This is an optimization exercise on Yosys and OpenROAD, whose aim is small area and few clock cycles per item, not a production implementation.
Only simulation tests tie the RTL to the original design; equivalence was not proved.
Power figures rest on the tool's default switching activity, not on a simulated workload.

==> 11-26 <==
Design positional_insert_erase_list, start of the top module:
module positional_insert_erase_list #(
  parameter int CAPACITY = 32
) (
  input  logic        clk,
  input  logic        rst,
  input  logic        s_tvalid,
  output logic        s_tready,
  input  logic [39:0] s_tdata,    
  input  logic [2:0]  s_tuser,    
  output logic        m_tvalid,
  input  logic        m_tready,
  output logic [39:0] m_tdata,    
  output logic [1:0]  m_tuser     
);
  localparam int CW   = $clog2(CAPACITY + 1);
  localparam int SW   = (CAPACITY > 1) ? $clog2(CAPACITY) : 1;
  localparam int CMPW = (CW > plie_pkg::PosW) ? CW : plie_pkg::PosW;
  localparam logic [CMPW-1:0] Cap = CMPW'(CAPACITY);
  localparam int Last = CAPACITY - 1;
  logic [CW-1:0]               cnt;
  logic [CW-1:0]               cnt_next;
  logic [CMPW-1:0]             cnt_ext;
  logic [CMPW-1:0]             pos_ext;
  logic [CMPW-1:0]             ins_pos;
  logic                        s_acc;
  logic                        full;
  logic                        empty;
  plie_pkg::op_t               op;
  plie_pkg::status_t           status_next;
  logic                        do_ins;
  logic                        do_era;
  logic                        rd_sel;
  logic [plie_pkg::WordW-1:0]  in_value;
  logic [SW-1:0]               map     [CAPACITY];
  logic [SW-1:0]               map_pos;
  logic [plie_pkg::WordW-1:0]  entry   [CAPACITY];
  logic                        rd_q;
  logic [SW-1:0]               rd_slot_q;
  plie_pkg::status_t           status;
  logic [plie_pkg::WordW-1:0]  read_word;
  assign s_acc    = s_tvalid && s_tready;
  assign s_tready = !m_tvalid || m_tready;
  assign op       = plie_pkg::op_t'(s_tuser);
  assign in_value = s_tdata[37:6];
  assign pos_ext  = CMPW'(s_tdata[5:0]);
  assign cnt_ext  = CMPW'(cnt);
  assign full     = (cnt_ext >= Cap);
  assign empty    = (cnt == '0);
  always_comb begin
    cnt_next    = cnt;
  ...
==> module positional_insert_erase_list, before the edit <==
module positional_insert_erase_list #(
  parameter int CAPACITY = 32
) (
  input  logic        clk,
  input  logic        rst,
  input  logic        s_tvalid,
  output logic        s_tready,
  input  logic [39:0] s_tdata,    
  input  logic [2:0]  s_tuser,    
  output logic        m_tvalid,
  input  logic        m_tready,
  output logic [39:0] m_tdata,    
  output logic [1:0]  m_tuser     
);
  localparam int CW   = $clog2(CAPACITY + 1);
  localparam int SW   = (CAPACITY > 1) ? $clog2(CAPACITY) : 1;
  localparam int CMPW = (CW > plie_pkg::PosW) ? CW : plie_pkg::PosW;
  localparam logic [CMPW-1:0] Cap = CMPW'(CAPACITY);
  localparam int Last = CAPACITY - 1;
  logic [CW-1:0]               cnt;
  logic [CW-1:0]               cnt_next;
  logic [CMPW-1:0]             cnt_ext;
  logic [CMPW-1:0]             pos_ext;
  logic [CMPW-1:0]             ins_pos;
  logic                        s_acc;
  logic                        full;
  logic                        empty;
  plie_pkg::op_t               op;
  plie_pkg::status_t           status_next;
  logic                        do_ins;
  logic                        do_era;
  logic                        rd_sel;
  logic [plie_pkg::WordW-1:0]  in_value;
  logic [SW-1:0]               map     [CAPACITY];
  logic [SW-1:0]               map_pos;
  logic [plie_pkg::WordW-1:0]  entry   [CAPACITY];
  logic                        rd_q;
  logic [SW-1:0]               rd_slot_q;
  plie_pkg::status_t           status;
  logic [plie_pkg::WordW-1:0]  read_word;
  assign s_acc    = s_tvalid && s_tready;
  assign s_tready = !m_tvalid || m_tready;
  assign op       = plie_pkg::op_t'(s_tuser);
  assign in_value = s_tdata[37:6];
  assign pos_ext  = CMPW'(s_tdata[5:0]);
  assign cnt_ext  = CMPW'(cnt);
  assign full     = (cnt_ext >= Cap);
  assign empty    = (cnt == '0);
  always_comb begin
    cnt_next    = cnt;
    status_next = plie_pkg::ST_OK;
    do_ins      = 1'b0;
    do_era      = 1'b0;
    rd_sel      = 1'b0;
    ins_pos     = pos_ext;
    unique case (op)
      plie_pkg::OP_APPEND: begin
        ins_pos = cnt_ext;
        if (full) begin
          status_next = plie_pkg::ST_FULL;
        end else begin
          do_ins   = 1'b1;
          cnt_next = cnt + CW'(1);
        end
      end
      plie_pkg::OP_REMOVE: begin
        if (empty) begin
          status_next = plie_pkg::ST_EMPTY;
        end else begin
          cnt_next = cnt - CW'(1);
        end
      end
      plie_pkg::OP_INSERT: begin
        if (pos_ext > cnt_ext) begin
          status_next = plie_pkg::ST_RANGE;
        end else if (full) begin
          status_next = plie_pkg::ST_FULL;
        end else begin
          do_ins   = 1'b1;
          cnt_next = cnt + CW'(1);
        end
      end
      plie_pkg::OP_ERASE: begin
        if (empty) begin
          status_next = plie_pkg::ST_EMPTY;
        end else if (pos_ext >= cnt_ext) begin
          status_next = plie_pkg::ST_RANGE;
        end else begin
          do_era   = 1'b1;
          cnt_next = cnt - CW'(1);
        end
      end
      plie_pkg::OP_READ: begin
        if (empty) begin
          status_next = plie_pkg::ST_EMPTY;
        end else if (pos_ext >= cnt_ext) begin
          status_next = plie_pkg::ST_RANGE;
        end else begin
          rd_sel = 1'b1;
        end
      end
      default: begin
      end
    endcase
    if (!s_acc) begin
      do_ins = 1'b0;
      do_era = 1'b0;
    end
  end
  assign map_pos = map[pos_ext[SW-1:0]];
  always_ff @(posedge clk) begin
    if (rst) begin
      for (int i = 0; i < CAPACITY; i++) begin
        map[i] <= SW'(i);
      end
    end else if (do_ins) begin
      for (int i = 0; i < CAPACITY; i++) begin
        if (CMPW'(i) == ins_pos) begin
          map[i] <= map[Last];
        end else if (i > 0 && CMPW'(i) > ins_pos) begin
          map[i] <= map[(i > 0) ? i - 1 : 0];
        end
      end
    end else if (do_era) begin
      for (int i = 0; i < CAPACITY; i++) begin
        if (i == Last) begin
          map[i] <= map_pos;
        end else if (CMPW'(i) >= pos_ext) begin
          map[i] <= map[(i < Last) ? i + 1 : Last];
        end
      end
    end
  end
  for (genvar j = 0; j < CAPACITY; j++) begin : g_slot
    plie_cell u_cell (
      .clk   (clk),
      .we    (do_ins && (map[Last] == SW'(j))),
      .value (in_value),
      .entry (entry[j])
    );
  end
  always_ff @(posedge clk) begin
    if (rst) begin
      cnt      <= '0;
      m_tvalid <= 1'b0;
    end else begin
      if (s_acc) begin
        cnt      <= cnt_next;
        m_tvalid <= 1'b1;
      end else if (m_tready) begin
        m_tvalid <= 1'b0;
      end
    end
  end
  always_ff @(posedge clk) begin
    if (s_acc) begin
      rd_q      <= rd_sel;
      rd_slot_q <= map_pos;
      status    <= status_next;
    end
  end
  always_comb begin
    read_word = '0;
    for (int j = 0; j < CAPACITY; j++) begin
      read_word = read_word | ((rd_q && rd_slot_q == SW'(j)) ? entry[j] : '0);
    end
  end
  assign m_tdata = {2'b00, CMPW'(cnt), read_word};
  assign m_tuser = status;
endmodule
clock: 5.0 ns
lec_check: 0
cap_margin: 20
core_margin: 2
core_utilization: 40
slew_margin: 20
run.sh (not shown) runs the stock make flow with config.mk's settings and CLKGATE_MAP_FILE= SYNTH_SCRIPT=/design/flow/synth_recipe.tcl, a recipe that flattens the netlist after the stock synthesis.
==> 03-16: changes against 11-26 <==
--- a/flow/design.v
+++ b/flow/design.v
@@ -37,4 +37,91 @@
       entry <= value;
     end
+  end
+endmodule
+module plie_map_next #(
+  parameter int INDEX = 0,
+  parameter int SW    = 5
+) (
+  input  logic          rst,
+  input  logic          rst_n,
+  input  logic          sel_h,
+  input  logic          sel_l,
+  input  logic          sel_r,
+  input  logic          sel_m,
+  input  logic [SW-1:0] q,
+  input  logic [SW-1:0] left,
+  input  logic [SW-1:0] right,
+  input  logic [SW-1:0] move,
+  output logic [SW-1:0] d
+);
+  localparam logic [SW-1:0] Init = SW'(INDEX);
+  for (genvar b = 0; b < SW; b++) begin : g_bit
+    logic any;
+    if (INDEX == 0) begin : g_no_left
+      assign any = (sel_h && q[b]) || (sel_r && right[b]) || (sel_m && move[b]);
+    end else begin : g_left
+      assign any = (sel_h && q[b]) || (sel_l && left[b]) ||
+                   (sel_r && right[b]) || (sel_m && move[b]);
+    end
+    if (Init[b]) begin : g_one
+      assign d[b] = any || !rst_n;
+    end else begin : g_zero
+      assign d[b] = any && !rst;
+    end
+  end
+endmodule
+module plie_sel_bit #(
+  parameter int N = 32
+) (
+  input  logic [N-1:0] sel,
+  input  logic [N-1:0] bits,
+  output logic         y
+);
+  localparam int F = N / 3;
+  localparam int R = N % 3;
+  localparam int G = F + ((R > 0) ? 1 : 0);
+  logic [G-1:0] grp_n;
+  for (genvar g = 0; g < F; g++) begin : g_grp
+    plie_aoi222 u_aoi (
+      .s (sel[3*g +: 3]),
+      .b (bits[3*g +: 3]),
+      .y (grp_n[g])
+    );
+  end
+  if (R > 0) begin : g_rest
+    assign grp_n[F] = !(|(sel[N-1:3*F] & bits[N-1:3*F]));
+  end
+  assign y = !(&grp_n);
+endmodule
+module plie_aoi222 (
+  input  logic [2:0] s,
+  input  logic [2:0] b,
+  output logic       y
+);
+  assign y = !(|(s & b));
+endmodule
+module plie_onehot #(
+  parameter int N  = 32,
+  parameter int SW = 5
+) (
+  input  logic          en,
+  input  logic [SW-1:0] slot,
+  output logic [N-1:0]  sel
+);
+  for (genvar j = 0; j < N; j++) begin : g_sel
+    assign sel[j] = en && (slot == SW'(j));
+  end
+endmodule
+module plie_pos_dec #(
+  parameter int N  = 32,
+  parameter int SW = 5
+) (
+  input  logic [SW-1:0] p,
+  output logic [N-1:0]  ge,
+  output logic [N-1:0]  at
+);
+  for (genvar i = 0; i < N; i++) begin : g_dec
+    assign ge[i] = (SW'(i) >= p);
+    assign at[i] = (SW'(i) == p);
   end
 endmodule
@@ -148,32 +235,85 @@
     end
   end
-  assign map_pos = map[pos_ext[SW-1:0]];
-  always_ff @(posedge clk) begin
-    if (rst) begin
-      for (int i = 0; i < CAPACITY; i++) begin
-        map[i] <= SW'(i);
-      end
-    end else if (do_ins) begin
-      for (int i = 0; i < CAPACITY; i++) begin
-        if (CMPW'(i) == ins_pos) begin
-          map[i] <= map[Last];
-        end else if (i > 0 && CMPW'(i) > ins_pos) begin
-          map[i] <= map[(i > 0) ? i - 1 : 0];
-        end
-      end
-    end else if (do_era) begin
-      for (int i = 0; i < CAPACITY; i++) begin
-        if (i == Last) begin
-          map[i] <= map_pos;
-        end else if (CMPW'(i) >= pos_ext) begin
-          map[i] <= map[(i < Last) ? i + 1 : Last];
-        end
-      end
-    end
-  end
+  logic [CAPACITY-1:0] ge;
+  logic [CAPACITY-1:0] at;
+  plie_pos_dec #(
+    .N  (CAPACITY),
+    .SW (SW)
+  ) u_pos_dec (
+    .p  (ins_pos[SW-1:0]),
+    .ge (ge),
+    .at (at)
+  );
+  for (genvar b = 0; b < SW; b++) begin : g_map_pos
+    logic [CAPACITY-1:0] bits;
+    for (genvar i = 0; i < CAPACITY; i++) begin : g_bit
+      assign bits[i] = map[i][b];
+    end
+    plie_sel_bit #(
+      .N (CAPACITY)
+    ) u_sel (
+      .sel  (at),
+      .bits (bits),
+      .y    (map_pos[b])
+    );
+  end
+  logic do_mv;
+  assign do_mv = do_ins || do_era;
+  for (genvar i = 0; i < CAPACITY; i++) begin : g_map
+    logic          sel_h;    
+    logic          sel_l;    
+    logic          sel_r;    
+    logic          sel_m;    
+    logic [SW-1:0] left;
+    logic [SW-1:0] right;
+    logic [SW-1:0] d;
+    if (i == 0) begin : g_first
+      assign left  = '0;
+      assign sel_l = 1'b0;
+    end else begin : g_mid_l
+      assign left  = map[i-1];
+      assign sel_l = do_ins && ge[i-1];
+    end
+    if (i == Last) begin : g_last
+      assign right = map_pos;
+    end else begin : g_mid_r
+      assign right = map[i+1];
+    end
+    assign sel_h = !(do_mv && ge[i]);
+    assign sel_r = do_era && ge[i];
+    assign sel_m = do_ins && at[i];
+    plie_map_next #(
+      .INDEX (i),
+      .SW    (SW)
+    ) u_next (
+      .rst   (rst),
+      .rst_n (!rst),
+      .sel_h (sel_h),
+      .sel_l (sel_l),
+      .sel_r (sel_r),
+      .sel_m (sel_m),
+      .q     (map[i]),
+      .left  (left),
+      .right (right),
+      .move  (map[Last]),
+      .d     (d)
+    );
+    always_ff @(posedge clk) begin
+      map[i] <= d;
+    end
+  end
+  logic [CAPACITY-1:0] we;
+  plie_onehot #(
+    .N  (CAPACITY),
+    .SW (SW)
+  ) u_we (
+    .en   (do_ins),
+    .slot (map[Last]),
+    .sel  (we)
+  );
   for (genvar j = 0; j < CAPACITY; j++) begin : g_slot
     plie_cell u_cell (
       .clk   (clk),
-      .we    (do_ins && (map[Last] == SW'(j))),
+      .we    (we[j]),
       .value (in_value),
       .entry (entry[j])
@@ -200,9 +340,25 @@
     end
   end
-  always_comb begin
-    read_word = '0;
-    for (int j = 0; j < CAPACITY; j++) begin
-      read_word = read_word | ((rd_q && rd_slot_q == SW'(j)) ? entry[j] : '0);
-    end
+  logic [CAPACITY-1:0] rd_oh;
+  plie_onehot #(
+    .N  (CAPACITY),
+    .SW (SW)
+  ) u_rd (
+    .en   (rd_q),
+    .slot (rd_slot_q),
+    .sel  (rd_oh)
+  );
+  for (genvar b = 0; b < plie_pkg::WordW; b++) begin : g_rd
+    logic [CAPACITY-1:0] bits;
+    for (genvar j = 0; j < CAPACITY; j++) begin : g_bit
+      assign bits[j] = entry[j][b];
+    end
+    plie_sel_bit #(
+      .N (CAPACITY)
+    ) u_sel (
+      .sel  (rd_oh),
+      .bits (bits),
+      .y    (read_word[b])
+    );
   end
   assign m_tdata = {2'b00, CMPW'(cnt), read_word};
Settings changed: CORE_UTILIZATION 40 to 60, CTS_CLUSTER_DIAMETER from default to 70, CTS_CLUSTER_SIZE from default to 30, SYNTH_HIERARCHICAL from default to 1, SYNTH_MINIMUM_KEEP_SIZE from default to 0.
==> comparison <==
Utilization: 03-16 is higher than 11-26 (20 points).
Between 11-26 and 03-16, the lower final cell count is in 03-16 (gap about 40%, measured against 03-16).
Between 11-26 and 03-16, the lower critical path depth is in 03-16 (gap 3).
Sequential power is about the same in 03-16 and 11-26.
Between 11-26 and 03-16, the lower via count is in 03-16 (gap about 17%, measured against 03-16).
Fmax: 11-26 is larger than 03-16 (1.5%).
==> figures <==
item                                                                      11-26                    03-16
Area share of the largest cell type after synthesis                      63.10%                   68.87%
Total power                                                            20.73 mW                 17.40 mW
Area growth from synthesis to layout                                     17.19%                   11.85%
Adder-cell share of the synthesized area                                0.2955%                  0.3225%
Number of core rows                                                         128                      100
Via count of the first global-routing pass                                32125                    27757
Cell type of the slowest stage on the worst timing path  sky130_fd_sc_hd__or4_1  sky130_fd_sc_hd__nor2_4
Power drawn by the combinational cells                                  1.16 mW                  1.09 mW
Largest stage delay on the critical path                                 660 ps                   880 ps
Outcome                                                timing/DRC/antenna clean  timing/DRC/antenna clean
Final Critical Period                                                   4869 ps                  4941 ps
Setup Buffers After CTS                                                      16                        3
Maximum vdd ir drop                                                   0.2961 mV                0.3903 mV
Testbench counts of 11-26, summed over its fixed seeds: cycles 6,408, items 6,400.
Testbench counts of 03-16, summed over its fixed seeds: cycles 6,408, items 6,400.

-- afterwards: timing with drivers on the ports --
The results above use ideal ports. As a check the final layouts listed here were re-extracted and re-timed, cells and wires unchanged.
Step 1 sets driving cells, clkbuf_16 on the clock port and buf_2 on the other inputs (assumed; they add their load-dependent delay and slew).
Step 2 moves the port delays by t, midway between the first and last clock arrival at a register: inputs arrive t later, outputs are due t later. That takes back most of the time a late clock gives input paths.
a / b / c = ideal ports / drivers / drivers and shift; a / b = the first two.
run	shift t [ns]	setup WS [ns]	hold WS [ns]	worst setup path after step 2	worst slew at a driven data input, ns
11-26	0.806	0.131 / 0.065 / 0.446	0.492 / 0.492 / 0.492	input to register	0.14
03-16	0.728	0.059 / -0.010 / 0.093	0.537 / 0.537 / 0.537	input to register	0.18
After both steps every run listed still meets setup and hold.
